From an optimization exercise on the open Yosys and OpenROAD flow, aimed at small area and a short achievable clock period; shortcuts taken in it are not production practice.
RTL that was checked went through simulation tests only; none was proved equivalent to the original.
Function not checked in run 1: the RTL went through the layout flow alone.
Power figures rest on the tool's default switching activity, not on a simulated workload.

==> flow/design.v, too long to show whole: its modules and the start of the top module <==
// module aa: 101 lines
// module mul16: 1174 lines
module aa (
  input  logic        clk,
  input  logic        rst_n,
  input  logic        instr_valid,
  input  logic [31:0] instr,
  input  logic        ld_en,
  input  logic [4:0]  ld_addr,
  input  logic [15:0] ld_data,
  input  logic [4:0]  dbg_addr,
  output logic [15:0] dbg_data,
  output logic [15:0] sgpr,
  output logic        busy
);
  // ...
==> flow/run.sh <==
#!/bin/bash
# synth_recipe.tcl (not shown) runs the flow's synth.tcl, then flattens the netlist and writes it again
# the make line also repeats each setting of config.mk as NAME=value (left out here)
make -C /OpenROAD-flow-scripts/flow DESIGN_CONFIG=/design/flow/config.mk WORK_HOME=/design/flow/orfs CLKGATE_MAP_FILE= SYNTH_SCRIPT=/design/flow/synth_recipe.tcl finish
==> flow/config.mk <==
export PLATFORM = sky130hd
export DESIGN_NAME = aa
export DESIGN_NICKNAME = aa
export VERILOG_FILES = /design/flow/design.v
export SDC_FILE = /design/flow/constraint.sdc
export NUM_CORES = 4
export LEC_CHECK = 0
export CAP_MARGIN = 20
export CORE_MARGIN = 2
export CORE_UTILIZATION = 25
export PLACE_DENSITY = 0.35
export SLEW_MARGIN = 20
==> flow/constraint.sdc <==
create_clock -name core_clock -period 10.0 [get_ports {clk}]
set_input_delay 2.0000 -clock core_clock [delete_from_list [all_inputs] [get_ports {clk}]]
set_output_delay 2.0000 -clock core_clock [all_outputs]
set_load 0.01 [all_outputs]
==> flow_summary.yaml, run 1 <==
pwr:
  power.density_nw_per_um2: 135
  pwr-share-seq_pct: 37.0
  swShare_pct: 32.7
  p_clk_mw: 3.02
cells_and_area:
  area_growth_pct: 21.6
  largest_reg_flops: 512
  clockBufferCount: 107
  inv_count: 236
  antenna_cells: 57
  nNonClkBuffers: 382
  n_fill_cell: 16500
  ff_latch_area_um2: 11400
  layout_common_cells: "825 x a22oi_1, 569 x dfxtp_1, 508 x o21ai_0"
place:
  place_ws_ns: 1.96
  placed_cell_area_um2: 44300
worst_setup_path:
  worst_r2r_startpoint: "x_b[13]"
  required_ns: 8.00
  cp-start-kind: "input pin"
  crit_start: "dbg_addr[4]"
  worstPathArrival_ns: 6.14
routing:
  wl_met2_um: 148000
  routed_wl_um: 365000
  num_vias: 48900
grt:
  use_met2_pct: 63.3
  grt.overflow.total: 0
  grt_max_degree: 46
  groute.usage.overall_pct: 44.7
  antenna_found_initial: 56
yosys:
  synthMuxAreaShare_pct: 0.483
  synth-seq-area-share_pct: 29.3
  synth_edf_count: 0
  synth.distinct_cells: 74
  synth_top_cell_by_area: "dfxtp_1"
  syn_area_um2: 38900
min_path:
  min_to: "SGPR[6]"
  hold_depth: 2
clock_tree:
  cts_setup_buffers: 0
sta:
  fmax_mhz: 123
  worst_slack_ns: 1.86
floorplan:
  die_area_um2: 159000
run_status:
  outcome: "finished clean"
==> module aa, before the edit <==
module aa (
  input  logic        clk,
  input  logic        rst_n,
  input  logic        instr_valid,
  input  logic [31:0] instr,
  input  logic        ld_en,
  input  logic [4:0]  ld_addr,
  input  logic [15:0] ld_data,
  input  logic [4:0]  dbg_addr,
  output logic [15:0] dbg_data,
  output logic [15:0] sgpr,
  output logic        busy
);
  logic [15:0] GPR [0:31];
  logic [15:0] SGPR;
  logic        r_exe;
  logic [15:0] x_a, x_b;       
  logic [4:0]  x_rdst;
  logic        x_we;           
  logic        x_mul;          
  logic        x_sgpr;         
  logic        x_sub;          
  logic [4:0]  i_op, i_rdst, i_rs1, i_rs2;
  logic        i_imm;
  logic [15:0] i_isrc;
  assign i_op   = instr[31:27];
  assign i_rdst = instr[26:22];
  assign i_rs1  = instr[21:17];
  assign i_imm  = instr[16];
  assign i_rs2  = instr[15:11];
  assign i_isrc = instr[15:0];
  logic i_movsg, i_mov, i_add, i_sub, i_mul, i_we;
  assign i_movsg = (i_op == 5'd0);
  assign i_mov   = (i_op == 5'd1);
  assign i_add   = (i_op == 5'd2);
  assign i_sub   = (i_op == 5'd3);
  assign i_mul   = (i_op == 5'd4);
  assign i_we    = i_movsg | i_mov | i_add | i_sub | i_mul;
  logic [15:0] rf_a, rf_b, rf_d;
  assign rf_a = GPR[i_rs1];
  assign rf_b = GPR[i_rs2];
  assign rf_d = GPR[dbg_addr];
  logic [31:0] prod;
  logic [15:0] sum;
  logic [15:0] res;
  mul16 u_mul (.a(x_a), .b(x_b), .p(prod));
  assign sum  = x_a + (x_b ^ {16{x_sub}}) + {15'd0, x_sub};
  assign res  = x_sgpr ? SGPR : (x_mul ? prod[15:0] : sum);
  logic fa_ex, fa_ld, fb_ex, fb_ld;
  assign fa_ex = x_we && (x_rdst == i_rs1);
  assign fa_ld = ld_en && (ld_addr == i_rs1);
  assign fb_ex = x_we && (x_rdst == i_rs2);
  assign fb_ld = ld_en && (ld_addr == i_rs2);
  logic sa_ex, sa_ld, sa_rf, sb_ex, sb_ld, sb_rf, sb_im;
  assign sa_ex = !(i_mov && i_imm) && fa_ex;
  assign sa_ld = !(i_mov && i_imm) && !fa_ex && fa_ld;
  assign sa_rf = !(i_mov && i_imm) && !fa_ex && !fa_ld;
  assign sb_im = i_imm;
  assign sb_ex = !i_imm && !i_mov && fb_ex;
  assign sb_ld = !i_imm && !i_mov && !fb_ex && fb_ld;
  assign sb_rf = !i_imm && !i_mov && !fb_ex && !fb_ld;
  logic [15:0] a_nx, b_nx;
  assign a_nx = (res & {16{sa_ex}}) | (ld_data & {16{sa_ld}}) | (rf_a & {16{sa_rf}});
  assign b_nx = (res & {16{sb_ex}}) | (ld_data & {16{sb_ld}}) | (rf_b & {16{sb_rf}})
              | (i_isrc & {16{sb_im}});
  logic [31:0] w_ex, w_ld, w_hold;
  always_comb begin
    for (int i = 0; i < 32; i++) begin
      w_ex[i]   = rst_n && x_we && (x_rdst == i);
      w_ld[i]   = rst_n && ld_en && (ld_addr == i) && !(x_we && (x_rdst == i));
      w_hold[i] = rst_n && !(ld_en && (ld_addr == i)) && !(x_we && (x_rdst == i));
    end
  end
  always_ff @(posedge clk) begin
    for (int i = 0; i < 32; i++)
      GPR[i] <= (res & {16{w_ex[i]}}) | (ld_data & {16{w_ld[i]}}) | (GPR[i] & {16{w_hold[i]}});
  end
  always_ff @(posedge clk) begin
    if (!rst_n) begin
      SGPR  <= 16'd0;
      r_exe <= 1'b0;
      x_we  <= 1'b0;
      x_mul <= 1'b0;
    end else begin
      if (x_mul) SGPR <= prod[31:16];
      r_exe <= instr_valid;
      x_we  <= instr_valid && i_we;
      x_mul <= instr_valid && i_mul;
    end
  end
  always_ff @(posedge clk) begin
    x_a    <= a_nx;
    x_b    <= b_nx;
    x_rdst <= i_rdst;
    x_sgpr <= i_movsg;
    x_sub  <= i_sub;
  end
  assign dbg_data = rf_d;
  assign sgpr     = SGPR;
  assign busy     = r_exe;
endmodule
==> inputs of run 2 (changes only) <==
--- a/flow/design.v
+++ b/flow/design.v
@@ -37,9 +37,16 @@
   assign i_mul   = (i_op == 5'd4);
   assign i_we    = i_movsg | i_mov | i_add | i_sub | i_mul;
   logic [15:0] rf_a, rf_b, rf_d;
-  assign rf_a = GPR[i_rs1];
-  assign rf_b = GPR[i_rs2];
-  assign rf_d = GPR[dbg_addr];
+  always_comb begin
+    rf_a = '0;
+    rf_b = '0;
+    rf_d = '0;
+    for (int i = 0; i < 32; i++) begin
+      rf_a = rf_a | (GPR[i] & {16{i_rs1 == i}});
+      rf_b = rf_b | (GPR[i] & {16{i_rs2 == i}});
+      rf_d = rf_d | (GPR[i] & {16{dbg_addr == i}});
+    end
+  end
   logic [31:0] prod;
   logic [15:0] sum;
   logic [15:0] res;
==> run 2 against run 1 <==
Compared with the run above: via count is 6.0% lower; fmax is 6.8% higher; clock power is 9.3% lower; clock-buffer cell count is 5 lower; global-route usage is 3.1 points lower; worst hold slack better by 0.041 ns; utilization is 0.29 points lower; synthesized cell count is 2.7% lower; critical endpoint is now dbg_data[2]; clock skew is 0.020 ns lower.
==> flow_summary.yaml, run 2 <==
yosys:
  ys_top_cells_by_area: "dfxtp_1 30%, a22oi_1 18%, fa_1 10%, o21ai_0 6.4%, a221oi_1 4.6%"
  yosys_warnings: 2
  avgSynthCellArea_um2: 8.59
  syn_inst: 4476
  synth_most_common_cell: "a22oi_1"
  synthTopCellsByCount: "933 x a22oi_1, 570 x dfxtp_1, 495 x o21ai_0, 357 x clkbuf_1, 227 x inv_1"
  syn_nets: 4794
  syn_area_um2: 38500
  postSynth.asyncResetShare_pct: 0
  synth_seq_cells: 570
  synth_top_cell_area_share_pct: 29.7
  synth-seq-area-share_pct: 29.7
  synth.distinct_cells: 79
  synth_top_cell_by_area: "dfxtp_1"
  ys.flop_type: "dfxtp_1"
  synth_edf_count: 0
worst_setup_path:
  worstPathArrival_ns: 5.62
  cp-start-kind: "input pin"
  required_ns: 8.00
  cp-end-kind: "output port"
  critical_path_peak_fanout: 9
  path_class: "in2out"
routing:
  drtIter0Drc: 6970
  routed_wl_um: 336000
  drc: 0
  ant_nets: 0
  first_pass_iters: 10
  drt-vias-per-instance: 6.93
  wl_per_cell_um: 50.7
  num_vias: 45900
grt:
  groute.usage.overall_pct: 41.6
  antenna_found_initial: 30
  grt_max_degree: 40
  grt_pass1_vias: 42700
  grt_pass1_wl_um: 435000
  grt.overflow.total: 0
sta:
  tns_ns: 0
  finalHoldViolations: 0
  worst_pin_slew_ns: 1.33
  worst_slack_ns: 2.38
  rsz0062_at_grt: "no"
  holdWs_ns: 0.560
  period_share_pct: 76.2
  finClkSkew_ns: 0.0414
  finalMaxSlewViolations: 0
  setup_violations: 0
  fmax_mhz: 131
  fin_crit_ns: 7.62
  relSlewSlack_pct: 10.3
floorplan:
  die_x_um: 396
  die_area_um2: 157000
  core_um2: 152000
  die_h_um: 396
  ios: 95
  rows: 143
  start_util_pct: 25.2
pwr:
  pwr-share-seq_pct: 40.0
  p_int_mw: 4.00
  power.density_nw_per_um2: 127
  p_leak_nw: 16.0
  swShare_pct: 31.8
  switchingPower_mw: 1.87
  clockPowerShare_pct: 46.8
  p_comb_share_pct: 13.3
  peakVddDrop_uv: 109
clock_tree:
  clkSinkCount: 570
  clock_path_buffers: 3
  tritoncts: "yes"
  numCtsBuffers: 72
  hold_buffers: 0
  cts.clk_slew.worst_paths_ns: 0.05
  clock_latency_ns: 0.72
  post_cts_resized: 0
  cts-root-buf: "clkbuf_16"
  h-tree-depth: 3
  cts_setup_buffers: 0
place:
  numPortBuffers: 94
  hpwl_um: 224000
  routabilityCongestion: 1.04
  place_ws_ns: 2.54
job:
  drv_cap: 0
cells_and_area:
  layout_common_cells: "933 x a22oi_1, 569 x dfxtp_1, 495 x o21ai_0"
  area_growth_pct: 20.3
  drive_gt1_share_pct: 13.7
  n_fill_cell: 16200
  max_flop_register: "GPR"
  layout_commonest_cell: "a22oi_1"
  largest_reg_flops: 512
  finalNetCount: 4845
min_path:
  min_path_type: "reg2reg"
run_status:
  outcome: "finished clean"
-- run 2: cell types whose count changed after synthesis, moves of 17 or more --
cell      delta
nand2_1    -142
a22oi_1    +108
and2_1      +89
nand4_1     -22
clkbuf_1    -35
nand3_1     +50
a221oi_1    -41
o21ai_2     -17
a21oi_1     -43
-- run 2: kinds of logic (layout without fill, tap and decap cells) --
kind of cell / count (synthesis) / in the layout / share of synthesized area [%]
multiplexers: 15 / 15 / 0.410
adder cells (fa/ha/maj): 256 / 256 / 12.2
buffers and inverters: 628 / 734 / 6.29
flip-flops: 570 / 570 / 29.7
AND/OR/NAND/NOR: 890 / 890 / 12.2
AO/OA/AOI/OAI: 2059 / 2059 / 38.0
other: 0 / 22 / 0
XOR/XNOR: 58 / 58 / 1.32
-- run 2: through the flow --
| stage | utilization (%) | power [mW] | cells | instance area, µm² |
|---|---|---|---|---|
| after floorplan | - | 2.67 | 4476 | 38500 |
| after global placement | 28.7 | 3.13 | 6475 | 43700 |
| after detailed placement | 28.7 | 3.13 | 6480 | 43800 |
| after CTS | 30.3 | 5.84 | 6609 | 46200 |
| after global routing | 30.3 | 5.96 | 6615 | 46200 |
| final | 30.4 | 5.86 | 6634 | 46300 |
-- run 2: final timing paths --
kind | start | to | slack [ns] | depth (start not counted)
worst max-delay path | dbg_addr[3] | dbg_data[2] | 2.38 | 9
worst min-delay path | SGPR[0] | SGPR[0] | 0.56 | 2
worst max register to register | x_b[12] | GPR[14][15] | 3.11 | 17
worst min register to register | SGPR[0] | SGPR[0] | 0.56 | 2
-- run 2: power groups by stage --
stage	Clock (mW)	Sequential (mW)	Combinational [mW]
finish	2.74	2.34	0.778
global route	2.85	2.34	0.772
CTS	2.77	2.34	0.738
detailed placement	0	2.39	0.735
global placement	0	2.39	0.738
floorplan	0	2.36	0.304
-- run 2: cell type report --
type	instances	area (µm²)	share of cell area, %
clock buffer	102	2090	4.51
antenna	22	55.1	0.119
sequential	570	11400	24.7
clock inverter	27	287	0.619
timing repair buffer	376	3100	6.70
multi-input combinational	3278	25900	56.0
tap	2030	2540	5.49
inverter	229	861	1.86
-- run 2: layer usage --
metal	share of wire, %	vias to the layer above	global-route usage, %	routed length [µm]
met5	0.014	-	0.216	46
met3	12	1334	15.6	39200
met4	8.5	6	29.4	28600
met2	42	3907	61.4	141000
li1	-	17300	-	-
met1	38	23400	49.5	127000
-- run 2: worst max-delay path, cell delays in order --
cell and delay (ns):
clkdlybuf4s50_1 0.61, or3b_2 0.57, nor2_2 0.79, buf_4 0.39, a22o_1 0.18, a221oi_1 0.05
nand4_1 0.12, or3_1 0.27, clkdlybuf4s50_1 0.59
==> inputs of run 3 (changes only) <==
--- a/flow/config.mk
+++ b/flow/config.mk
@@ -8,5 +8,7 @@
 export CAP_MARGIN = 20
 export CORE_MARGIN = 2
 export CORE_UTILIZATION = 25
+export CTS_BUF_LIST = sky130_fd_sc_hd__clkbuf_4 sky130_fd_sc_hd__clkbuf_8
 export PLACE_DENSITY = 0.35
+export SETUP_SLACK_MARGIN = 4.2
 export SLEW_MARGIN = 20
==> run 3 against run 2 <==
Compared with the run above: combinational power grew 15%; non-clock buffer count rose by 140; synthesized area unchanged; critical endpoint is now dbg_data[8]; first-iteration DRC count increased by 3.1%; fmax up 28%; worst hold slack lost 0.0067 ns; largest power group unchanged; sequential cell count did not move; clock-buffer cell count increased by 69; worst setup slack gained 1.6 ns; die area stayed put.
==> flow_summary.yaml, run 3 <==
floorplan:
  ios: 95
  die_x_um: 396
  die_area_um2: 157000
  start_util_pct: 25.2
  rows: 143
  die_h_um: 396
  core_um2: 152000
pwr:
  switchingPower_mw: 1.93
  swShare_pct: 32.2
  p_int_mw: 4.08
  peakVddDrop_uv: 88.7
  pwr-share-seq_pct: 39.0
  p_leak_nw: 17.4
  p_comb_share_pct: 14.9
  clockPowerShare_pct: 46.2
  power.density_nw_per_um2: 122
yosys:
  synth_compound_area_share_pct: 38.0
  synth_most_common_cell: "a22oi_1"
  synth_edf_count: 0
  synth_seq_cells: 570
  synth_top_cell_area_share_pct: 29.7
  synth_adder_area_share_pct: 12.2
  syn_area_um2: 38500
  synth_top_cell_by_area: "dfxtp_1"
  synth_top_family_by_area: "compound AO/OA/AOI/OAI gates"
  yosys_warnings: 2
  syn_inst: 4476
  synthTopCellsByCount: "933 x a22oi_1, 570 x dfxtp_1, 495 x o21ai_0, 357 x clkbuf_1, 227 x inv_1"
  synth-seq-area-share_pct: 29.7
  synth-simple-area-share_pct: 12.2
  synthMuxAreaShare_pct: 0.410
  synthXorXnorAreaFrac_pct: 1.32
  ys_top_cells_by_area: "dfxtp_1 30%, a22oi_1 18%, fa_1 10%, o21ai_0 6.4%, a221oi_1 4.6%"
  syn_nets: 4794
  ys.flop_type: "dfxtp_1"
  postSynth.asyncResetShare_pct: 0
  avgSynthCellArea_um2: 8.59
  synth.distinct_cells: 79
grt:
  grt_pass1_wl_um: 441000
  grt_use_met3_pct: 15.8
  groute.usage.overall_pct: 42.1
  met1_usage_pct: 50.2
  use_met2_pct: 62.2
  top_usage_layer: "met2"
  antenna_found_initial: 33
  grt_max_degree: 40
  grt_pass1_vias: 43400
  grt.overflow.total: 0
clock_tree:
  clkSinkCount: 570
  cts-root-buf: "clkbuf_8"
  h-tree-depth: 3
  tritoncts: "yes"
  cts.clk_slew.worst_paths_ns: 0.06
  clock_path_buffers: 3
  numCtsBuffers: 108
  hold_buffers: 0
  clock_latency_ns: 0.91
sta:
  finalHoldViolations: 0
  fin_crit_ns: 5.98
  finalMaxSlewViolations: 0
  fmax_mhz: 167
  relSlewSlack_pct: 13.9
  setup_violations: 0
  worst_pin_slew_ns: 1.28
  finClkSkew_ns: 0.0671
  rsz0062_at_grt: "yes"
  period_share_pct: 59.8
  tns_ns: 0
worst_setup_path:
  critical-path-top-delay-family: "simple AND/OR/NAND/NOR gates"
  worstPathArrival_ns: 3.98
  path_class: "in2out"
  slowest_stage: "or4_4"
  cp-end-kind: "output port"
  cp_cell_sequence: "buf_12 > nand2b_4 > buf_4 > buf_4 > nor2_4 > buf_12 > buf_12 > a22oi_2 > nand3_1 > or4_4 > buf_6"
  required_ns: 8.00
  critical_path_peak_fanout: 7
  cp-start-kind: "input pin"
  slowest_delay_ns: 0.61
  cpMostUsedCell: "buf_12"
  worstPathBufferInverterCount: 6
routing:
  drc: 0
  first_pass_iters: 9
  wl_per_cell_um: 50.1
  ant_nets: 0
  drt-vias-per-instance: 6.89
  num_vias: 47200
  routed_wl_um: 343000
  drtIter0Drc: 7183
cells_and_area:
  max_flop_register: "GPR"
  layout_common_cells: "926 x a22oi_1, 558 x dfxtp_1, 469 x o21ai_0"
  finalNetCount: 5021
  largest_reg_flops: 512
  final_util_pct: 32.4
  layout_commonest_cell: "a22oi_1"
  drive_gt1_share_pct: 21.3
  n_fill_cell: 16000
  area_growth_pct: 28.4
min_path:
  min_path_type: "reg2reg"
run_status:
  outcome: "finished clean"
job:
  drv_cap: 0
place:
  routabilityCongestion: 1.04
  hpwl_um: 224000
  numPortBuffers: 94
## run 3: changes by cell type in the layout (fill, tap and decap cells not counted), sizes merged
cell,delta
bufbuf,+2
clkinvlp,-2
diode,+7
inv,+2
clkinv,-6
clkbuf,+74
bufinv,+3
buf,+154
clkdlybuf4s50,-21
## run 3: power groups by stage
stage	registers (mW)	clock network [mW]	logic, mW
3_3_place_gp	2.39	0	0.738
2_1_floorplan	2.36	0	0.304
5_1_grt	2.34	2.88	0.883
4_1_cts	2.34	2.78	0.797
3_5_place_dp	2.39	0	0.735
6_report	2.34	2.77	0.892
## run 3: final cells by class
cell class	instances	area [µm²]	area share, %
antenna	29	72.6	0.147
inverter	229	861	1.74
clock buffer	171	2200	4.46
timing repair buffer	516	5110	10.3
multi-input combinational	3278	26900	54.4
clock inverter	24	305	0.618
tap	2030	2540	5.14
sequential	570	11400	23.2
## run 3: timing repair
item | CTS | global route
cloned | 5 | 7
resized for setup | 323 | 143
endpoints found under the setup margin | 236 | 163
pin swaps | 54 | 81
buffers inserted | 81 | 47
## run 3: cells by family (layout without fill, tap and decap cells)
kind of cell / Yosys count / in the layout
AO/OA/AOI/OAI: 2059 / 2059
XOR/XNOR: 58 / 58
adder cells (fa/ha/maj): 256 / 256
buffers and inverters: 628 / 940
flip-flops: 570 / 570
multiplexers: 15 / 15
other: 0 / 29
AND/OR/NAND/NOR: 890 / 890
## run 3: path summary, 6_finish.rpt
check | from | to | slack, ns | depth (start not counted)
hold / removal | SGPR[0] | SGPR[0] | 0.55 | 2
setup / recovery | dbg_addr[1] | dbg_data[8] | 4.02 | 11
setup reg to reg | x_a[0] | x_a[15] | 4.25 | 21
hold reg to reg | SGPR[0] | SGPR[0] | 0.55 | 2
## run 3: layer usage
metal  up-vias  part of all wire, %
met1     23900                   38
met4        14                  8.7
met3      1407                   12
met2      4113                   42
met5         -                0.066
li1      17700                    -
## run 3: per-stage QoR
step           area (µm²)  hold slack (ns)  setup WS [ns]  power (mW)  std cells
3_3_place_gp        43700            0.549           2.54        3.13       6475
2_1_floorplan       38500            0.488           4.41        2.67       4476
4_1_cts             48200            0.567           4.05        5.92       6761
3_5_place_dp        43800            0.552           2.54        3.13       6480
6_report            49400            0.554           4.02        6.01       6847
5_1_grt             49300            0.601           4.01        6.10       6822
## run 3: tightest hold or removal path: cells and delay by family (launching register included)
kind | cells | cell delay [ns]
DFF | 1 | 0.34
and+or+nand+nor | 1 | 0.11
AOI/OAI and AO/OA | 1 | 0.05
==> inputs of run 4 (changes only) <==
--- a/flow/config.mk
+++ b/flow/config.mk
@@ -5,10 +5,12 @@
 export SDC_FILE = /design/flow/constraint.sdc
 export NUM_CORES = 4
 export LEC_CHECK = 0
-export CAP_MARGIN = 20
+export CAP_MARGIN = 10
 export CORE_MARGIN = 2
 export CORE_UTILIZATION = 25
 export CTS_BUF_LIST = sky130_fd_sc_hd__clkbuf_4 sky130_fd_sc_hd__clkbuf_8
+export CTS_CLUSTER_DIAMETER = 60
+export CTS_CLUSTER_SIZE = 20
 export PLACE_DENSITY = 0.35
 export SETUP_SLACK_MARGIN = 4.2
-export SLEW_MARGIN = 20
+export SLEW_MARGIN = 10
==> run 4 against run 3 <==
Compared with the run above: still clean; global-route usage up 0.061 points; power shrank 12%; non-clock buffer count increased by 14; fmax increased by 0.29%; critical path type unchanged; critical endpoint unchanged; largest power group is now registers.
==> flow_summary.yaml, run 4 <==
run_status:
  outcome: "finished clean"
sta:
  period_share_pct: 59.6
  setup_violations: 0
  relSlewSlack_pct: 3.40
  worst_pin_slew_ns: 1.45
  finClkSkew_ns: 0.0705
  finalMaxSlewViolations: 0
  rsz0062_at_grt: "yes"
  finalHoldViolations: 0
  tns_ns: 0
  fmax_mhz: 168
  fin_crit_ns: 5.96
  worst_slack_ns: 4.04
floorplan:
  die_x_um: 396
  rows: 143
  die_area_um2: 157000
  core_um2: 152000
  start_util_pct: 25.2
  die_h_um: 396
  ios: 95
cells_and_area:
  drive_gt1_share_pct: 20.0
  final_cells: 6788
  layout_common_cells: "925 x a22oi_1, 559 x dfxtp_1, 490 x o21ai_0"
  max_flop_register: "GPR"
  layout_commonest_cell: "a22oi_1"
  finalNetCount: 4998
  final_util_pct: 31.8
  n_fill_cell: 16200
  largest_reg_flops: 512
  area_growth_pct: 26.0
min_path:
  min_path_type: "reg2reg"
grt:
  grt_pass1_wl_um: 441000
  grt.overflow.total: 0
  antenna_found_initial: 48
  grt_max_degree: 40
  groute.usage.overall_pct: 42.2
  grt_pass1_vias: 43500
yosys:
  synth_edf_count: 0
  syn_area_um2: 38500
  ys_top_cells_by_area: "dfxtp_1 30%, a22oi_1 18%, fa_1 10%, o21ai_0 6.4%, a221oi_1 4.6%"
  yosys_warnings: 2
  syn_nets: 4794
  synth_most_common_cell: "a22oi_1"
  syn_inst: 4476
  synth_top_cell_area_share_pct: 29.7
  synthTopCellsByCount: "933 x a22oi_1, 570 x dfxtp_1, 495 x o21ai_0, 357 x clkbuf_1, 227 x inv_1"
  synth-seq-area-share_pct: 29.7
  postSynth.asyncResetShare_pct: 0
  synth_top_cell_by_area: "dfxtp_1"
  synth.distinct_cells: 79
  avgSynthCellArea_um2: 8.59
  ys.flop_type: "dfxtp_1"
  synth_seq_cells: 570
pwr:
  peakVddDrop_uv: 93.8
  p_leak_nw: 16.9
  power.density_nw_per_um2: 109
clock_tree:
  clock_path_buffers: 3
  clkSinkCount: 570
  clock_latency_ns: 0.86
  hold_buffers: 0
  tritoncts: "yes"
  h-tree-depth: 3
  cts-root-buf: "clkbuf_8"
  numCtsBuffers: 71
  cts.clk_slew.worst_paths_ns: 0.08
worst_setup_path:
  cp-start-kind: "input pin"
  required_ns: 8.00
  cp-end-kind: "output port"
  path_class: "in2out"
  critical_path_peak_fanout: 8
  worstPathArrival_ns: 3.96
place:
  place_ws_ns: 2.53
  routabilityCongestion: 1.04
  numPortBuffers: 94
  post-place-cells: 6476
  hpwl_um: 223000
routing:
  drtIter0Drc: 7612
  drt-vias-per-instance: 6.92
  routed_wl_um: 343000
  wl_per_cell_um: 50.6
  num_vias: 47000
  first_pass_iters: 7
  drc: 0
  ant_nets: 0
job:
  drv_cap: 0
==> run 4: cell counts after synthesis <==
No cell type changed its count.
==> run 4: critical path, cell delays in order <==
cell	delay [ns]
buf_12	0.11
nand3b_1	0.19
buf_4	0.17
nor2_4	0.08
buf_6	0.15
a22o_1	0.19
a221oi_2	0.21
nand3_1	0.12
or4_4	0.58
buf_6	0.16
==> run 4: final timing paths <==
path	from	to	slack [ns]	cells past startpoint
max reg2reg	x_a[0]	x_b[14]	4.29	22
min	SGPR[0]	SGPR[0]	0.56	2
min reg2reg	SGPR[0]	SGPR[0]	0.56	2
max	dbg_addr[2]	dbg_data[8]	4.04	10
==> run 4: cell type report <==
cell class,count,area (µm²),share of cell area (%)
Multi-Input combinational cell,3278,26800,55.3
Antenna cell,26,65.1,0.134
Inverter,229,861,1.78
Clock inverter,44,534,1.10
Sequential cell,570,11400,23.6
Tap cell,2030,2540,5.24
Timing Repair Buffer,530,5110,10.6
Clock buffer,81,1090,2.25
==> run 4: through the flow <==
| step | hold slack, ns | total power [mW] | cell area, µm² |
|---|---|---|---|
| after global placement | 0.549 | 3.13 | 43700 |
| after floorplan | 0.488 | 2.67 | 38500 |
| after CTS | 0.571 | 5.24 | 47200 |
| final | 0.560 | 5.30 | 48500 |
| after global routing | 0.599 | 5.39 | 48400 |
| after detailed placement | 0.545 | 3.12 | 43700 |
==> run 4: timing repair <==
action                     4_1_cts  5_1_grt
buffers inserted                95       56
resized for setup              326      105
setup endpoints to repair      252      143
gates cloned                     3        4
pin swaps                       56       67
==> run 4: metal layers <==
| layer | global-route usage, % | vias up | share of wire (%) |
|---|---|---|---|
| li1 | - | 17700 | - |
| met1 | 50.7 | 23900 | 37 |
| met2 | 61.2 | 4072 | 42 |
| met3 | 15.4 | 1379 | 12 |
| met4 | 31.4 | 20 | 9.3 |
| met5 | 0.123 | - | 0.086 |
==> run 4: power breakdown <==
part | internal [mW] | switching (mW) | total [mW]
registers | 2.29 | 0.0482 | 2.34
logic | 0.214 | 0.652 | 0.866
clock network | 0.918 | 1.17 | 2.09
==> run 4: kinds of logic after synthesis <==
kind of cell             after synthesis  share of synthesized area, %
AND/OR/NAND/NOR                      890                          12.2
AO/OA/AOI/OAI                       2059                          38.0
buffers and inverters                628                          6.29
multiplexers                          15                         0.410
flip-flops                           570                          29.7
XOR/XNOR                              58                          1.32
adder cells (fa/ha/maj)              256                          12.2
==> inputs of run 5 (changes only) <==
--- a/flow/config.mk
+++ b/flow/config.mk
@@ -12,5 +12,5 @@
 export CTS_CLUSTER_DIAMETER = 60
 export CTS_CLUSTER_SIZE = 20
 export PLACE_DENSITY = 0.35
-export SETUP_SLACK_MARGIN = 4.2
+export SETUP_SLACK_MARGIN = 4.0
 export SLEW_MARGIN = 10
==> run 5 against run 4 <==
Compared with the run above: now fails the layout checks on capacitance limit; worst hold slack about the same; sequential cell count unchanged; power down 0.67%.
==> flow_summary.yaml, run 5 <==
sta:
  finalMaxSlewViolations: 0
  finalHoldViolations: 0
  rsz0062_at_grt: "yes"
  fin_crit_ns: 6.02
  setup_violations: 0
  finClkSkew_ns: 0.0581
  fmax_mhz: 166
  period_share_pct: 60.2
  relSlewSlack_pct: 1.07
  tns_ns: 0
  worst_pin_slew_ns: 1.48
  worst_slack_ns: 3.98
grt:
  grt_pass1_wl_um: 437000
  antenna_found_initial: 42
  grt.overflow.total: 0
  grt_pass1_vias: 43000
  grt_max_degree: 40
  groute.usage.overall_pct: 41.8
worst_setup_path:
  slowest_stage: "or3_4"
  cpMostUsedCell: "buf_4"
  required_ns: 8.00
  critical_path_peak_fanout: 7
  cp_cell_sequence: "buf_6 > or2_4 > buf_4 > nor2_4 > buf_4 > a22o_1 > a221oi_2 > nand4_1 > or3_4 > clkdlybuf4s15_2"
  cp-start-kind: "input pin"
  cp-end-kind: "output port"
  slowest_delay_ns: 0.45
  path_class: "in2out"
  worstPathArrival_ns: 4.02
  worst_r2r_startpoint: "x_a[0]"
  crit_start: "dbg_addr[0]"
yosys:
  syn_inst: 4476
  syn_nets: 4794
  synth_most_common_cell: "a22oi_1"
  ys_top_cells_by_area: "dfxtp_1 30%, a22oi_1 18%, fa_1 10%, o21ai_0 6.4%, a221oi_1 4.6%"
  syn_area_um2: 38500
  synth_edf_count: 0
  synth_seq_cells: 570
  synth_top_cell_by_area: "dfxtp_1"
  synth-seq-area-share_pct: 29.7
  ys.flop_type: "dfxtp_1"
  synth_top_cell_area_share_pct: 29.7
  synthTopCellsByCount: "933 x a22oi_1, 570 x dfxtp_1, 495 x o21ai_0, 357 x clkbuf_1, 227 x inv_1"
  avgSynthCellArea_um2: 8.59
  yosys_warnings: 2
  postSynth.asyncResetShare_pct: 0
  synth.distinct_cells: 79
cells_and_area:
  finalNetCount: 4911
  largest_reg_flops: 512
  drive_gt1_share_pct: 17.6
  area_growth_pct: 22.4
  layout_commonest_cell: "a22oi_1"
  max_flop_register: "GPR"
  n_fill_cell: 16300
  layout_common_cells: "933 x a22oi_1, 561 x dfxtp_1, 493 x o21ai_0"
routing:
  wl_per_cell_um: 50.8
  drt-vias-per-instance: 6.96
  first_pass_iters: 10
  drc: 0
  routed_wl_um: 340000
  num_vias: 46600
  ant_nets: 0
  drtIter0Drc: 7617
place:
  place_ws_ns: 2.53
  numPortBuffers: 94
  routabilityCongestion: 1.04
  hpwl_um: 223000
clock_tree:
  clkSinkCount: 570
  h-tree-depth: 3
  clock_latency_ns: 0.86
  clock_path_buffers: 3
  cts-root-buf: "clkbuf_8"
  numCtsBuffers: 71
  cts.clk_slew.worst_paths_ns: 0.08
  tritoncts: "yes"
run_status:
  outcome: "finished with violations"
  violations: "capacitance limit"
floorplan:
  die_area_um2: 157000
  rows: 143
  die_x_um: 396
  start_util_pct: 25.2
  ios: 95
  core_um2: 152000
  die_h_um: 396
min_path:
  hold_path.startpoint: "SGPR[0]"
  min_path_type: "reg2reg"
job:
  drv_cap: 1
pwr:
  peakVddDrop_uv: 93.4
  p_leak_nw: 16.3
  power.density_nw_per_um2: 112
==> run 5: cell count changes in the layout (fill, tap and decap cells not counted), moves of 10 or more <==
cell / change
a221oi_1: +11
buf_6: -12
buf_4: -62
buf_12: -22
a221oi_2: -10
==> run 5: layout make-up <==
| class | instances | area, µm² | share of cell area [%] |
|---|---|---|---|
| clock inverter | 44 | 534 | 1.13 |
| sequential | 570 | 11400 | 24.3 |
| clock buffer | 81 | 1090 | 2.32 |
| tap | 2030 | 2540 | 5.40 |
| timing repair buffer | 443 | 4060 | 8.63 |
| inverter | 229 | 861 | 1.83 |
| multi-input combinational | 3278 | 26500 | 56.3 |
| antenna | 22 | 55.1 | 0.117 |
==> run 5: worst paths after layout <==
check	cells past startpoint	slack (ns)	endpoint
worst max-delay path	10	3.98	dbg_data[4]
worst min-delay path	2	0.56	SGPR[0]
worst max register to register	23	4.19	GPR[17][14]
worst min register to register	2	0.56	SGPR[0]
==> run 5: kinds of logic (layout without fill, tap and decap cells) <==
kind of cell	after synthesis	after routing	synth area share, %
simple gates	890	890	12.2
compound gates	2059	2059	38.0
xor+xnor	58	58	1.32
mux	15	15	0.410
fa+ha+maj	256	256	12.2
flops	570	570	29.7
other cells	0	22	0
buf+inv	628	797	6.29
==> run 5: per-layer routing <==
| metal | track usage [%] | wire length (µm) | vias to the layer above |
|---|---|---|---|
| met1 | 50.4 | 127000 | 23600 |
| met3 | 15.0 | 41000 | 1391 |
| met2 | 60.5 | 141000 | 4102 |
| met4 | 31.6 | 31600 | 22 |
| met5 | 0.216 | 181 | - |
| li1 | - | - | 17500 |
==> run 5: report_power, final <==
part | internal, mW | switching (mW) | total (mW)
combinational | 0.194 | 0.640 | 0.834
sequential | 2.29 | 0.0504 | 2.34
clock | 0.918 | 1.17 | 2.09
total | 3.40 | 1.86 | 5.26
==> run 5: repair_timing <==
| action | in CTS | in global routing |
|---|---|---|
| pin swaps | 31 | 35 |
| hold buffers | 0 | 0 |
| endpoints found under the setup margin | 169 | 125 |
| resized for setup | 220 | 88 |
| setup buffers | 37 | 31 |
| gates cloned | 0 | 3 |
==> run 5: critical path, delay by kind of cell <==
kind | cells | cell delay [ns]
simple gates | 4 | 0.82
buf+inv | 4 | 0.71
compound gates | 2 | 0.46
==> run 5: stage by stage <==
step | hold WS, ns | utilization [%] | instances | total power, mW | cell area [µm²]
4_1_cts | 0.571 | 30.4 | 6638 | 5.20 | 46300
3_3_place_gp | 0.549 | 28.7 | 6475 | 3.13 | 43700
3_5_place_dp | 0.545 | 28.7 | 6476 | 3.12 | 43700
5_1_grt | 0.599 | 30.8 | 6676 | 5.36 | 47000
2_1_floorplan | 0.488 | - | 4476 | 2.67 | 38500
6_report | 0.560 | 30.9 | 6697 | 5.26 | 47100
==> inputs of run 6 (changes only) <==
==> flow/flow/run.sh (new file) <==
#!/bin/bash
set -e
export CTS_ARGS="-sink_clustering_enable -repair_clock_nets -sink_clustering_size 20 -sink_clustering_max_diameter 60 -buf_list {sky130_fd_sc_hd__clkbuf_4 sky130_fd_sc_hd__clkbuf_8} -dont_use_dummy_load"
bash standard.sh > standard.log 2>&1
==> flow/standard.sh (new file) <==
#!/bin/bash
# synth_recipe.tcl (not shown) runs the flow's synth.tcl, then flattens the netlist and writes it again
# the make line also repeats each setting of config.mk as NAME=value (left out here)
make -C /OpenROAD-flow-scripts/flow DESIGN_CONFIG=/design/flow/config.mk WORK_HOME=/design/flow/orfs CLKGATE_MAP_FILE= SYNTH_SCRIPT=/design/flow/synth_recipe.tcl "${@:-finish}"
--- a/flow/config.mk
+++ b/flow/config.mk
@@ -12,5 +12,5 @@
 export CTS_CLUSTER_DIAMETER = 60
 export CTS_CLUSTER_SIZE = 20
 export PLACE_DENSITY = 0.35
-export SETUP_SLACK_MARGIN = 4.0
+export SETUP_SLACK_MARGIN = 4.2
 export SLEW_MARGIN = 10
removed: flow/run.sh
==> run 6 against run 5 <==
Compared with the run above: the layout fails its checks (capacitance limit, slew limit); largest cell class unchanged; non-clock buffer count rose by 69; die area stayed put; power down 8.5%; sequential power is essentially flat; synthesized cell count unchanged; wire length rose by 1.1%; critical path depth did not move; utilization rose by 0.47 points.
==> flow_summary.yaml, run 6 <==
clock_tree:
  tritoncts: "yes"
  cts-root-buf: "clkbuf_8"
  cts.clk_slew.worst_paths_ns: 0.06
  clock_path_buffers: 3
  clock_latency_ns: 0.83
  numCtsBuffers: 71
  h-tree-depth: 3
  hold_buffers: 0
  clkSinkCount: 570
yosys:
  postSynth.asyncResetShare_pct: 0
  synthTopCellsByCount: "933 x a22oi_1, 570 x dfxtp_1, 495 x o21ai_0, 357 x clkbuf_1, 227 x inv_1"
  synth_top_cell_area_share_pct: 29.7
  synth_edf_count: 0
  yosys_warnings: 2
  synth.distinct_cells: 79
  syn_nets: 4794
  synth-seq-area-share_pct: 29.7
  synth_most_common_cell: "a22oi_1"
  synth_top_cell_by_area: "dfxtp_1"
  ys_top_cells_by_area: "dfxtp_1 30%, a22oi_1 18%, fa_1 10%, o21ai_0 6.4%, a221oi_1 4.6%"
  avgSynthCellArea_um2: 8.59
  ys.flop_type: "dfxtp_1"
  syn_area_um2: 38500
  syn_inst: 4476
  synth_seq_cells: 570
worst_setup_path:
  cp-end-kind: "output port"
  cp_cell_sequence: "buf_12 > nand3b_1 > buf_4 > nor2_4 > buf_6 > a22o_1 > a221oi_2 > nand3_1 > or4_4 > buf_6"
  slowest_delay_ns: 0.61
  cp-start-kind: "input pin"
  worstPathArrival_ns: 3.97
  path_class: "in2out"
  slowest_stage: "or4_4"
  critical-path-top-delay-family: "simple AND/OR/NAND/NOR gates"
  worstPathBufferInverterCount: 4
  cpMostUsedCell: "buf_6"
  critical_path_peak_fanout: 8
  required_ns: 8.00
pwr:
  finalPower_mw: 4.82
  p_int_mw: 3.15
  switchingPower_mw: 1.67
  p_comb_share_pct: 18.3
  swShare_pct: 34.7
  p_leak_nw: 16.5
  power.density_nw_per_um2: 101
  clockPowerShare_pct: 33.1
  pwr-share-seq_pct: 48.6
  peakVddDrop_uv: 90.1
routing:
  first_pass_iters: 7
  num_vias: 46700
  drtIter0Drc: 7590
  drc: 0
  routed_wl_um: 344000
  wl_per_cell_um: 51.3
  ant_nets: 0
  drt-vias-per-instance: 6.96
cells_and_area:
  finalNetCount: 4980
  area_growth_pct: 24.3
  max_flop_register: "GPR"
  largest_reg_flops: 512
  layout_commonest_cell: "a22oi_1"
  n_fill_cell: 16200
  final_cells: 6710
  layout_common_cells: "922 x a22oi_1, 559 x dfxtp_1, 490 x o21ai_0"
  drive_gt1_share_pct: 18.8
sta:
  fin_crit_ns: 5.97
  finalHoldViolations: 0
  setup_violations: 0
  tns_ns: 0
  finClkSkew_ns: 0.0938
  holdWs_ns: 0.556
  worst_pin_slew_ns: 1.54
  finalMaxSlewViolations: 9
  worst_slack_ns: 4.03
  relSlewSlack_pct: -3.03
  fmax_mhz: 167
  period_share_pct: 59.7
  rsz0062_at_grt: "yes"
floorplan:
  die_h_um: 396
  start_util_pct: 25.2
  core_um2: 152000
  rows: 143
  die_area_um2: 157000
  die_x_um: 396
  ios: 95
place:
  routabilityCongestion: 1.04
  hpwl_um: 223000
  place_ws_ns: 2.53
  post-place-cells: 6476
  numPortBuffers: 94
job:
  drv_cap: 1
min_path:
  min_path_type: "reg2reg"
grt:
  grt.overflow.total: 0
  groute.usage.overall_pct: 42.2
  grt_max_degree: 40
  antenna_found_initial: 45
  grt_pass1_wl_um: 441000
  grt_pass1_vias: 43300
run_status:
  violations: "capacitance limit, slew limit"
  outcome: "finished with violations"
run 6: cells by family (layout without fill, tap and decap cells):
group                      Yosys count  count (layout)  synth area share [%]
muxes                               15              15                 0.410
and+or+nand+nor                    890             890                  12.2
buffers and inverters              628             812                  6.29
adders and majority gates          256             256                  12.2
xor gates and xnor gates            58              58                  1.32
AOI/OAI and AO/OA                 2059            2059                  38.0
DFF                                570             570                  29.7
other                                0              20                     0
run 6: layout make-up:
type,instances,area (µm²),share of cell area [%]
clock buffers,71,977,2.04
repair buffers,512,5070,10.6
well taps,2030,2540,5.31
inverters,229,861,1.80
flip-flops and latches,570,11400,23.9
diodes,20,50.0,0.105
multi-input cells,3278,26800,56.2
run 6: power groups by stage:
stage | combinational [mW] | clock, mW | sequential, mW
after floorplan | 0.304 | 0 | 2.36
after global placement | 0.738 | 0 | 2.39
after detailed placement | 0.734 | 0 | 2.39
after CTS | 0.804 | 1.61 | 2.34
after global routing | 0.874 | 1.68 | 2.34
final | 0.880 | 1.59 | 2.34
run 6: tightest hold or removal path, cell delays in order, from the launching register on:
cell      delay (ns)
dfxtp_1         0.34
nor2_1          0.11
a211oi_1        0.05
run 6: worst paths after layout:
check | startpoint | endpoint | slack (ns) | cells past startpoint
max | dbg_addr[4] | dbg_data[8] | 4.03 | 10
min | SGPR[0] | SGPR[0] | 0.56 | 2
min reg2reg | SGPR[0] | SGPR[0] | 0.56 | 2
max reg2reg | x_a[0] | GPR[6][14] | 4.26 | 22
run 6: timing repair:
item,in CTS,in global routing
endpoints found under the setup margin,243,155
cloned,6,7
buffers inserted,86,41
resized for setup,345,99
pin swaps,59,67
run 6: stage by stage:
stage / utilization (%) / instance area (µm²)
after global routing: 31.3 / 47700
after global placement: 28.7 / 43700
after detailed placement: 28.7 / 43700
after floorplan: - / 38500
after CTS: 30.6 / 46700
final: 31.3 / 47800
run 6: layer usage:
layer | track usage, % | part of all wire (%) | vias up
li1 | - | - | 17600
met1 | 50.2 | 37 | 23700
met2 | 61.4 | 41 | 4029
met3 | 16.0 | 12 | 1344
met4 | 31.4 | 9.2 | 14
met5 | 1.23 | 0.091 | -
==> inputs of run 7 (changes only) <==
--- a/flow/design.v
+++ b/flow/design.v
@@ -40,13 +40,26 @@
   always_comb begin
     rf_a = '0;
     rf_b = '0;
-    rf_d = '0;
     for (int i = 0; i < 32; i++) begin
       rf_a = rf_a | (GPR[i] & {16{i_rs1 == i}});
       rf_b = rf_b | (GPR[i] & {16{i_rs2 == i}});
-      rf_d = rf_d | (GPR[i] & {16{dbg_addr == i}});
     end
   end
+  logic [15:0] dgrp [0:3];
+  logic [2:0]  dbg_lo;
+  logic [1:0]  dbg_hi;
+  assign dbg_lo = dbg_addr[2:0];
+  assign dbg_hi = dbg_addr[4:3];
+  always_comb begin
+    for (int g = 0; g < 4; g++) begin
+      dgrp[g] = '0;
+      for (int k = 0; k < 8; k++)
+        dgrp[g] = dgrp[g] | (GPR[8*g+k] & {16{dbg_lo == k}});
+    end
+    rf_d = '0;
+    for (int g = 0; g < 4; g++)
+      rf_d = rf_d | (dgrp[g] & {16{dbg_hi == g}});
+  end
   logic [31:0] prod;
   logic [15:0] sum;
   logic [15:0] res;
==> flow/run.sh (new file) <==
#!/bin/bash
# synth_recipe.tcl (not shown) runs the flow's synth.tcl, then flattens the netlist and writes it again
# the make line also repeats each setting of config.mk as NAME=value (left out here)
make -C /OpenROAD-flow-scripts/flow DESIGN_CONFIG=/design/flow/config.mk WORK_HOME=/design/flow/orfs CLKGATE_MAP_FILE= SYNTH_SCRIPT=/design/flow/synth_recipe.tcl finish
removed: flow/flow/run.sh
removed: flow/standard.sh
==> run 7 against run 6 <==
Compared with the run above: now clean on timing, DRC and antenna; fmax increased by 0.60%; power increased by 15%; clock-buffer cell count increased by 11; critical path depth increased by 10; global-route usage decreased by 1.4 points; worst setup slack improved by 0.036 ns; combinational power increased by 9.5%; first-iteration DRC count increased by 9.6%; final area increased by 0.85%; utilization decreased by 0.42 points; synthesized area increased by 1.8%; via count increased by 3.8%.
==> flow_summary.yaml, run 7 <==
run_status:
  outcome: "finished clean"
pwr:
  p_leak_nw: 17.3
  power.density_nw_per_um2: 115
  peakVddDrop_uv: 96.4
grt:
  grt_pass1_wl_um: 437000
  antenna_found_initial: 56
  grt_max_degree: 47
  grt.overflow.total: 0
  groute.usage.overall_pct: 40.8
  grt_pass1_vias: 44200
floorplan:
  ios: 95
  start_util_pct: 25.1
  core_um2: 156000
  rows: 145
  die_h_um: 400
  die_x_um: 400
  die_area_um2: 160000
yosys:
  synth-seq-area-share_pct: 29.1
  syn_inst: 4690
  ys.flop_type: "dfxtp_1"
  syn_area_um2: 39200
  synthTopCellsByCount: "1,172 x a22oi_1, 570 x dfxtp_1, 548 x o21ai_0, 348 x clkbuf_1, 306 x nand2_1"
  synth_top_cell_area_share_pct: 29.1
  synth.distinct_cells: 83
  yosys_warnings: 3
  synth_edf_count: 0
  ys_top_cells_by_area: "dfxtp_1 29%, a22oi_1 22%, fa_1 10%, o21ai_0 7.0%, and2_1 3.5%"
  synth_seq_cells: 570
  synth_most_common_cell: "a22oi_1"
  postSynth.asyncResetShare_pct: 0
  syn_nets: 5008
  avgSynthCellArea_um2: 8.35
  synth_top_cell_by_area: "dfxtp_1"
worst_setup_path:
  r2r_end: "SGPR[14]"
  cp-start-kind: "flip-flop"
  worstPathArrival_ns: 6.68
  worst_r2r_startpoint: "x_b[11]"
  critical_path_peak_fanout: 4
  reg2reg_slack_ns: 4.06
  reg2reg_depth: 20
  required_ns: 10.74
  cp-end-kind: "flip-flop"
  path_class: "reg2reg"
place:
  hpwl_um: 197000
  routabilityCongestion: 0.959
  numPortBuffers: 94
  post-place-cells: 6648
clock_tree:
  h-tree-depth: 3
  cts-root-buf: "clkbuf_8"
  clock_latency_ns: 0.86
  cts.clk_slew.worst_paths_ns: 0.08
  hold_buffers: 0
  clkSinkCount: 570
  numCtsBuffers: 75
  tritoncts: "yes"
  clock_path_buffers: 3
sta:
  fin_crit_ns: 5.94
  finClkSkew_ns: 0.0803
  period_share_pct: 59.4
  finalHoldViolations: 0
  relSlewSlack_pct: 5.41
  worst_pin_slew_ns: 1.41
  rsz0062_at_grt: "yes"
  tns_ns: 0
  finalMaxSlewViolations: 0
  setup_violations: 0
  fmax_mhz: 168
cells_and_area:
  final_cells: 6966
  n_fill_cell: 16600
  max_flop_register: "GPR"
  layout_commonest_cell: "a22oi_1"
  multi_input_comb_area_um2: 26800
  area_growth_pct: 23.0
  largest_reg_flops: 512
  ff_latch_area_um2: 11400
  finalNetCount: 5117
  drive_gt1_share_pct: 17.0
  layout_common_cells: "1,169 x a22oi_1, 557 x dfxtp_1, 510 x o21ai_0"
min_path:
  min_to: "GPR[2][15]"
  min_path_type: "reg2reg"
  hold_depth: 2
  hold_path.startpoint: "GPR[2][15]"
routing:
  routed_wl_um: 340000
  drtIter0Drc: 8321
  first_pass_iters: 10
  num_vias: 48500
  drt-vias-per-instance: 6.96
  wl_per_cell_um: 48.8
  drc: 0
  ant_nets: 0
job:
  drv_cap: 0
run 7: cell count changes in the layout (fill, tap and decap cells not counted), moves of 25 or more:
cell / change
nand3_1: -68
nor4_1: +28
nand2_1: +145
a221oi_2: -33
buf_4: -38
a22oi_1: +247
a21oi_1: +27
nor2_1: +25
a22o_1: -140
a221oi_1: -111
diode_2: +29
a222oi_1: +32
run 7: per-layer routing:
metal	part of all wire (%)	up-vias	track usage, %
li1	-	18100	-
met1	37	24300	48.2
met2	42	4551	59.4
met3	13	1520	16.9
met4	8.5	32	29.0
met5	0.18	-	1.57
run 7: worst max-delay path by stage:
stage / cells past startpoint / from / to
6_report: 20 / x_b[11] / SGPR[14]
3_3_place_gp: 9 / dbg_addr[0] / dbg_data[3]
5_1_grt: 23 / x_b[13] / SGPR[12]
2_1_floorplan: 21 / x_a[6] / SGPR[14]
3_5_place_dp: 9 / dbg_addr[0] / dbg_data[3]
4_1_cts: 20 / x_b[11] / SGPR[14]
run 7: report_power, final:
group / switching, mW / internal (mW)
Sequential: 0.0481 / 2.29
Combinational: 0.727 / 0.237
Clock: 1.28 / 0.954
Total: 2.05 / 3.48
run 7: final cells by class:
cell class	instances	share of cell area, %
antenna	49	0.254
clock buffer	82	2.33
clock inverter	55	1.41
inverter	254	1.98
multi-input combinational	3445	55.6
sequential	570	23.7
tap	2058	5.34
timing repair buffer	453	9.37
run 7: through the flow:
stage	worst slack, ns	hold slack [ns]	util (%)	power (mW)	instance area (µm²)
global route	3.87	0.598	30.9	5.61	48100
global placement	1.98	0.533	28.2	3.17	43900
floorplan	4.22	0.483	-	2.69	39200
finish	4.06	0.557	30.9	5.53	48200
CTS	4.00	0.548	30.4	5.43	47300
detailed placement	2.01	0.528	28.2	3.17	43900
run 7: cells by family after synthesis:
| family | Yosys count | share of synthesized area [%] |
|---|---|---|
| XOR/XNOR | 60 | 1.34 |
| flip-flops | 570 | 29.1 |
| adder cells (fa/ha/maj) | 256 | 12.0 |
| multiplexers | 8 | 0.246 |
| AO/OA/AOI/OAI | 2120 | 37.5 |
| AND/OR/NAND/NOR | 992 | 13.0 |
| buffers and inverters | 684 | 6.82 |
run 7: timing repair:
action / in CTS / in global routing
cloned: 18 / 9
setup endpoints to repair: 235 / 231
pin swaps: 37 / 38
buffers inserted: 82 / 23
resized for setup: 255 / 81
run 7: critical path: stages, from the launching register on:
cell,delay [ns]
dfxtp_4,0.39
buf_8,0.14
buf_4,0.14
and2_4,0.15
fa_1,0.51
fa_1,0.43
fa_1,0.50
inv_1,0.06
fa_1,0.50
fa_1,0.46
fa_1,0.52
inv_2,0.05
ha_4,0.23
a21oi_2,0.15
o21ai_2,0.07
a211o_1,0.27
or3_4,0.39
o211ai_1,0.23
a21oi_1,0.12
or3_1,0.32
a31o_2,0.23
==> inputs of run 8 (changes only) <==
==> flow/config.mk (replaced) <==
export PLATFORM = sky130hd
export DESIGN_NAME = aa
export DESIGN_NICKNAME = aa
export VERILOG_FILES = /design/flow/design.v
export SDC_FILE = /design/flow/constraint.sdc
export NUM_CORES = 4
export LEC_CHECK = 0
export CAP_MARGIN = 20
export CORE_MARGIN = 2
export CORE_UTILIZATION = 25
export CTS_BUF_LIST = sky130_fd_sc_hd__clkbuf_4 sky130_fd_sc_hd__clkbuf_8
export CTS_CLUSTER_DIAMETER = 60
export CTS_CLUSTER_SIZE = 20
export PLACE_DENSITY = 0.35
export SETUP_SLACK_MARGIN = 4.0
export SLEW_MARGIN = 20
export TNS_END_PERCENT = 20
==> run 8 against run 7 <==
Compared with the run above: still clean; final cell count decreased by 0.40%; sequential power about the same; worst setup slack got worse by 0.18 ns; wire length decreased by 2.1%; final area decreased by 1.8%; sequential share of layout area increased by 0.41 points; register-to-register slack got worse by 0.06 ns; worst hold slack improved by 0.017 ns; first-iteration DRC count decreased by 1.8%; critical endpoint is now dbg_data[14].
==> flow_summary.yaml, run 8 <==
run_status:
  outcome: "finished clean"
place:
  placed_cell_area_um2: 44000
  place_ws_ns: 2.10
  hpwl_um: 202000
  post-place-cells: 6666
  routabilityCongestion: 0.988
  numPortBuffers: 94
floorplan:
  die_area_um2: 160000
  ios: 95
  rows: 145
  die_x_um: 400
  core_um2: 156000
  start_util_pct: 25.1
  die_h_um: 400
sta:
  tns_ns: 0
  period_share_pct: 61.1
  finalHoldViolations: 0
  setup_violations: 0
  worst_slack_ns: 3.89
  rsz0062_at_grt: "yes"
  fin_crit_ns: 6.11
  holdWs_ns: 0.574
  finalMaxSlewViolations: 0
  relSlewSlack_pct: 15.5
  fmax_mhz: 164
  worst_pin_slew_ns: 1.27
  finClkSkew_ns: 0.0875
yosys:
  synth_adder_area_share_pct: 12.0
  synth_seq_cells: 570
  synth_top_cell_by_area: "dfxtp_1"
  synthTopCellsByCount: "1,172 x a22oi_1, 570 x dfxtp_1, 548 x o21ai_0, 348 x clkbuf_1, 306 x nand2_1"
  avgSynthCellArea_um2: 8.35
  synth_edf_count: 0
  ys.flop_type: "dfxtp_1"
  yosys_warnings: 3
  synth.distinct_cells: 83
  synth-simple-area-share_pct: 13.0
  synth_most_common_cell: "a22oi_1"
  syn_area_um2: 39200
  ys_top_cells_by_area: "dfxtp_1 29%, a22oi_1 22%, fa_1 10%, o21ai_0 7.0%, and2_1 3.5%"
  synthXorXnorAreaFrac_pct: 1.34
  synth_top_family_by_area: "compound AO/OA/AOI/OAI gates"
  synth_compound_area_share_pct: 37.5
  syn_inst: 4690
  synth_top_cell_area_share_pct: 29.1
  postSynth.asyncResetShare_pct: 0
  syn_nets: 5008
  synth-seq-area-share_pct: 29.1
  synthMuxAreaShare_pct: 0.246
pwr:
  p_leak_nw: 16.9
  swShare_pct: 37.3
  peakVddDrop_uv: 110
  p_int_mw: 3.55
  finalPower_mw: 5.65
  pwr-share-seq_pct: 41.3
  switchingPower_mw: 2.11
  p_comb_share_pct: 15.9
  power.density_nw_per_um2: 119
  clockPowerShare_pct: 42.9
grt:
  antenna_found_initial: 41
  grt_pass1_vias: 43600
  grt.overflow.total: 0
  groute.usage.overall_pct: 40.5
  grt_max_degree: 44
  grt_pass1_wl_um: 433000
cells_and_area:
  max_flop_register: "GPR"
  final_cells: 6938
  area_growth_pct: 20.9
  multi_input_comb_area_um2: 26500
  finalNetCount: 5078
  drive_gt1_share_pct: 15.3
  largest_reg_flops: 512
  n_fill_cell: 16700
  ff_latch_area_um2: 11400
  layout_commonest_cell: "a22oi_1"
  layout_common_cells: "1,172 x a22oi_1, 560 x dfxtp_1, 523 x o21ai_0"
  fin_area_um2: 47300
  final_util_pct: 30.4
worst_setup_path:
  required_ns: 8.00
  slowest_delay_ns: 0.33
  cpMostUsedCell: "buf_8"
  critPathCapture: "dbg_data[14]"
  worstPathArrival_ns: 4.11
  crit_start: "dbg_addr[2]"
  reg2reg_depth: 21
  cp-start-kind: "input pin"
  cp_cell_sequence: "buf_8 > nor3b_4 > buf_4 > buf_6 > buf_8 > a22o_1 > a221oi_1 > nand4_1 > o211ai_1 > o21ai_2 > dlygate4sd2_1"
  worst_r2r_startpoint: "x_b[13]"
  cp-end-kind: "output port"
  reg2reg_slack_ns: 4.00
  slowest_stage: "dlygate4sd2_1"
  critical_path_peak_fanout: 16
  path_class: "in2out"
  r2r_end: "SGPR[14]"
routing:
  wl_per_cell_um: 48.0
  drtIter0Drc: 8171
  routed_wl_um: 333000
  num_vias: 47400
  first_pass_iters: 9
  ant_nets: 0
  drc: 0
  drt-vias-per-instance: 6.83
clock_tree:
  clkSinkCount: 570
  tritoncts: "yes"
  h-tree-depth: 3
  cts-root-buf: "clkbuf_8"
  clock_path_buffers: 3
  cts.clk_slew.worst_paths_ns: 0.06
  clock_latency_ns: 0.89
  numCtsBuffers: 85
min_path:
  min_path_type: "reg2reg"
job:
  drv_cap: 0
[run 8: cell counts after synthesis]
No cell type changed its count.
[run 8: worst max-delay path: cells and delay by family]
family	cells	cell delay (ns)
AO/OA/AOI/OAI	4	0.75
AND/OR/NAND/NOR	2	0.33
buffers and inverters	5	0.99
[run 8: how the worst min path moves through the flow]
stage / from / endpoint / slack [ns] / cells after the start
floorplan: GPR[28][2] / GPR[28][2] / 0.48 / 2
global placement: GPR[28][0] / GPR[28][0] / 0.54 / 2
detailed placement: GPR[2][13] / GPR[2][13] / 0.54 / 2
CTS: GPR[2][13] / GPR[2][13] / 0.56 / 2
global route: GPR[28][0] / GPR[28][0] / 0.59 / 2
finish: SGPR[2] / SGPR[2] / 0.57 / 2
[run 8: layer usage]
metal / track usage [%] / part of all wire [%] / up-vias
met2: 58.7 / 42 / 4169
li1: - / - / 18000
met4: 29.1 / 8.4 / 18
met5: 0.272 / 0.041 / -
met3: 17.1 / 12 / 1429
met1: 47.8 / 37 / 23700
[run 8: cell families after synthesis]
kind of cell | after synthesis
buffers and inverters | 684
DFF | 570
AOI/OAI and AO/OA | 2120
adders and majority gates | 256
xor gates and xnor gates | 60
muxes | 8
and+or+nand+nor | 992
[run 8: repair_timing]
action,in CTS,in global routing
hold buffers,0,0
endpoints found under the setup margin,132,90
resized for setup,186,25
gates cloned,12,0
setup buffers,48,4
pin swaps,25,12
[run 8: cell type report]
class,count,area share (%)
diodes,47,0.248
clock inverters,65,1.59
flip-flops and latches,570,24.1
well taps,2058,5.44
clock buffers,95,2.74
repair buffers,406,7.93
multi-input cells,3443,55.9
inverters,254,2.01
[run 8: power groups by stage]
| stage | logic (mW) | registers, mW | clock network (mW) |
|---|---|---|---|
| finish | 0.897 | 2.33 | 2.42 |
| global route | 0.885 | 2.33 | 2.51 |
| CTS | 0.840 | 2.33 | 2.43 |
| detailed placement | 0.787 | 2.39 | 0 |
| global placement | 0.790 | 2.39 | 0 |
| floorplan | 0.331 | 2.36 | 0 |
==> inputs of run 9 (changes only) <==
--- a/flow/config.mk
+++ b/flow/config.mk
@@ -14,4 +14,3 @@
 export PLACE_DENSITY = 0.35
 export SETUP_SLACK_MARGIN = 4.0
 export SLEW_MARGIN = 20
-export TNS_END_PERCENT = 20
==> run 9 against run 8 <==
Compared with the run above: worst hold slack worse by 0.0048 ns; power is 0.13% higher; synthesized area stayed put; register-to-register slack hardly changed; combinational power hardly changed; sequential cell count stayed put; critical path depth is 1 lower; sequential power hardly changed; wire length is 0.25% higher; still clean on timing, DRC and antenna; die area stayed put; critical endpoint is now dbg_data[12]; utilization hardly changed.
==> flow_summary.yaml, run 9 <==
floorplan:
  die_area_um2: 160000
  die_x_um: 400
  die_h_um: 400
  start_util_pct: 25.1
  ios: 95
  rows: 145
  core_um2: 156000
worst_setup_path:
  cp-end-kind: "output port"
  critical_path_peak_fanout: 19
  cp-start-kind: "input pin"
  worstPathArrival_ns: 4.03
  worst_r2r_startpoint: "x_b[13]"
  crit_start: "dbg_addr[2]"
  required_ns: 8.00
  path_class: "in2out"
yosys:
  ys.flop_type: "dfxtp_1"
  synth-seq-area-share_pct: 29.1
  synth_seq_cells: 570
  synth_top_cell_area_share_pct: 29.1
  synth_top_cell_by_area: "dfxtp_1"
  yosys_warnings: 3
  synth_edf_count: 0
  avgSynthCellArea_um2: 8.35
  syn_nets: 5008
  synthTopCellsByCount: "1,172 x a22oi_1, 570 x dfxtp_1, 548 x o21ai_0, 348 x clkbuf_1, 306 x nand2_1"
  syn_area_um2: 39200
  synth_most_common_cell: "a22oi_1"
  synth.distinct_cells: 83
  ys_top_cells_by_area: "dfxtp_1 29%, a22oi_1 22%, fa_1 10%, o21ai_0 7.0%, and2_1 3.5%"
  syn_inst: 4690
  postSynth.asyncResetShare_pct: 0
cells_and_area:
  drive_gt1_share_pct: 15.4
  max_flop_register: "GPR"
  n_fill_cell: 16700
  finalNetCount: 5078
  area_growth_pct: 20.9
  layout_common_cells: "1,172 x a22oi_1, 560 x dfxtp_1, 520 x o21ai_0"
  largest_reg_flops: 512
  layout_commonest_cell: "a22oi_1"
clock_tree:
  cts.clk_slew.worst_paths_ns: 0.08
  h-tree-depth: 3
  tritoncts: "yes"
  numCtsBuffers: 85
  clock_latency_ns: 0.91
  cts-root-buf: "clkbuf_8"
  clkSinkCount: 570
  clock_path_buffers: 3
pwr:
  finalPower_mw: 5.66
  power.density_nw_per_um2: 120
  peakVddDrop_uv: 115
  p_leak_nw: 16.9
routing:
  num_vias: 47600
  wl_per_cell_um: 48.2
  ant_nets: 0
  drc: 0
  routed_wl_um: 334000
  drt-vias-per-instance: 6.87
  drtIter0Drc: 8171
  first_pass_iters: 10
grt:
  antenna_found_initial: 40
  groute.usage.overall_pct: 40.5
  grt.overflow.total: 0
  grt_pass1_wl_um: 433000
  grt_pass1_vias: 43600
  grt_max_degree: 44
sta:
  tns_ns: 0
  finalMaxSlewViolations: 0
  finalHoldViolations: 0
  worst_pin_slew_ns: 1.26
  holdWs_ns: 0.569
  relSlewSlack_pct: 15.3
  setup_violations: 0
  fin_crit_ns: 6.03
  fmax_mhz: 166
  rsz0062_at_grt: "yes"
  finClkSkew_ns: 0.0820
  period_share_pct: 60.3
place:
  numPortBuffers: 94
  hpwl_um: 202000
  routabilityCongestion: 0.988
job:
  drv_cap: 0
min_path:
  min_path_type: "reg2reg"
  hold_path.startpoint: "GPR[2][13]"
run_status:
  outcome: "finished clean"
==> run 9: cell count changes in the layout (fill, tap and decap cells not counted), sizes merged <==
| cell | change |
|---|---|
| diode | -11 |
| dlygate4sd2 | -4 |
| clkbuf | +2 |
| buf | +1 |
| clkdlybuf4s15 | +1 |
==> run 9: what timing repair did <==
action,in CTS,in global routing
pin swaps,25,14
setup buffers,48,4
gates resized for setup,186,43
cloned,12,0
hold buffers,0,0
setup endpoints to repair,132,90
==> run 9: cell type report <==
type                    count  area [µm²]  share of cell area (%)
multi-input cells        3443       26500                    55.9
flip-flops and latches    570       11400                    24.1
repair buffers            406        3760                    7.95
well taps                2058        2570                    5.44
clock buffers              95        1290                    2.74
inverters                 254         953                    2.01
clock inverters            65         753                    1.59
diodes                     36        90.1                   0.190
==> run 9: path summary, 6_finish.rpt <==
kind,slack (ns),depth (start not counted),to
setup / recovery,3.97,10,dbg_data[12]
hold / removal,0.57,2,GPR[2][13]
setup reg to reg,4.00,21,SGPR[14]
hold reg to reg,0.57,2,GPR[2][13]
==> run 9: stage by stage <==
step	instance area, µm²	util (%)	worst slack, ns	std cells
2_1_floorplan	39200	-	4.19	4690
3_3_place_gp	44000	28.2	2.07	6662
3_5_place_dp	44000	28.3	2.10	6666
4_1_cts	47100	30.2	3.96	6886
5_1_grt	47300	30.3	3.78	6900
6_report	47300	30.4	3.97	6927
==> run 9: power breakdown <==
| part | switching, mW | leakage [nW] | internal, mW |
|---|---|---|---|
| clock network | 1.37 | 0.996 | 1.05 |
| logic | 0.697 | 11.3 | 0.202 |
| registers | 0.0419 | 4.61 | 2.29 |
| total | 2.11 | 16.9 | 3.55 |
==> run 9: kinds of logic after synthesis <==
logic type / after synthesis / synth area share, %
AOI/OAI and AO/OA: 2120 / 37.5
and+or+nand+nor: 992 / 13.0
buffers and inverters: 684 / 6.82
DFF: 570 / 29.1
adders and majority gates: 256 / 12.0
xor gates and xnor gates: 60 / 1.34
muxes: 8 / 0.246
==> run 9: critical path, cell delays in order <==
cell	delay, ns
buf_8	0.19
nor3b_4	0.20
buf_4	0.18
buf_12	0.20
buf_8	0.23
a22oi_1	0.12
nand4_1	0.12
o21ai_0	0.15
o21ai_1	0.30
clkdlybuf4s15_1	0.29
==> run 9: metal layers <==
| metal | global-route usage [%] | part of all wire [%] | vias to the layer above |
|---|---|---|---|
| met2 | 58.7 | 42 | 4355 |
| met4 | 29.1 | 8.5 | 16 |
| met1 | 47.8 | 37 | 23900 |
| met5 | 0.272 | 0.034 | - |
| li1 | - | - | 18000 |
| met3 | 17.1 | 13 | 1404 |

## re-timing with driven ports
In the flow no input, the clock included, has a driving cell. The finished layouts below were timed again as built, in two steps.
Step 1 assumes that a clkbuf_16 drives the clock port and a buf_2 every other input.
Step 2, shift: input delay + t, output delay - t, t = (earliest + latest rising clock arrival at the registers) / 2. This alone moves slack from input paths to output paths.
Three values: no drivers, after step 1, after step 2; two values: the first two.
run | t (ns) | setup WS [ns] | worst setup path after step 2 | latest minus earliest clock arrival (ns) | worst slew at a driven data input, ns
run 1 | 0.797 | 1.859 / 1.784 / 1.784 | input to output | 0.062 / 0.062 | 0.10
run 2 | 0.774 | 2.379 / 2.355 / 2.355 | input to output | 0.041 / 0.041 | 0.05
run 3 | 0.944 | 4.024 / 3.962 / 3.701 | input to register | 0.071 / 0.070 | 0.06
run 4 | 0.902 | 4.041 / 3.965 / 3.743 | input to register | 0.072 / 0.072 | 0.08
run 5 | 0.894 | 3.981 / 3.943 / 3.570 | input to register | 0.064 / 0.064 | 0.07
run 6 | 0.857 | 4.028 / 3.948 / 3.548 | input to register | 0.094 / 0.094 | 0.08
run 7 | 0.899 | 4.064 / 3.891 / 3.327 | input to register | 0.089 / 0.089 | 0.20
run 8 | 0.926 | 3.885 / 3.748 / 3.470 | input to register | 0.088 / 0.088 | 0.14
run 9 | 0.943 | 3.969 / 3.833 / 3.428 | input to register | 0.082 / 0.082 | 0.16
For run 7, which loses most, drivers alone change the setup slack by -0.173 ns; drivers and shift together by -0.737 ns.
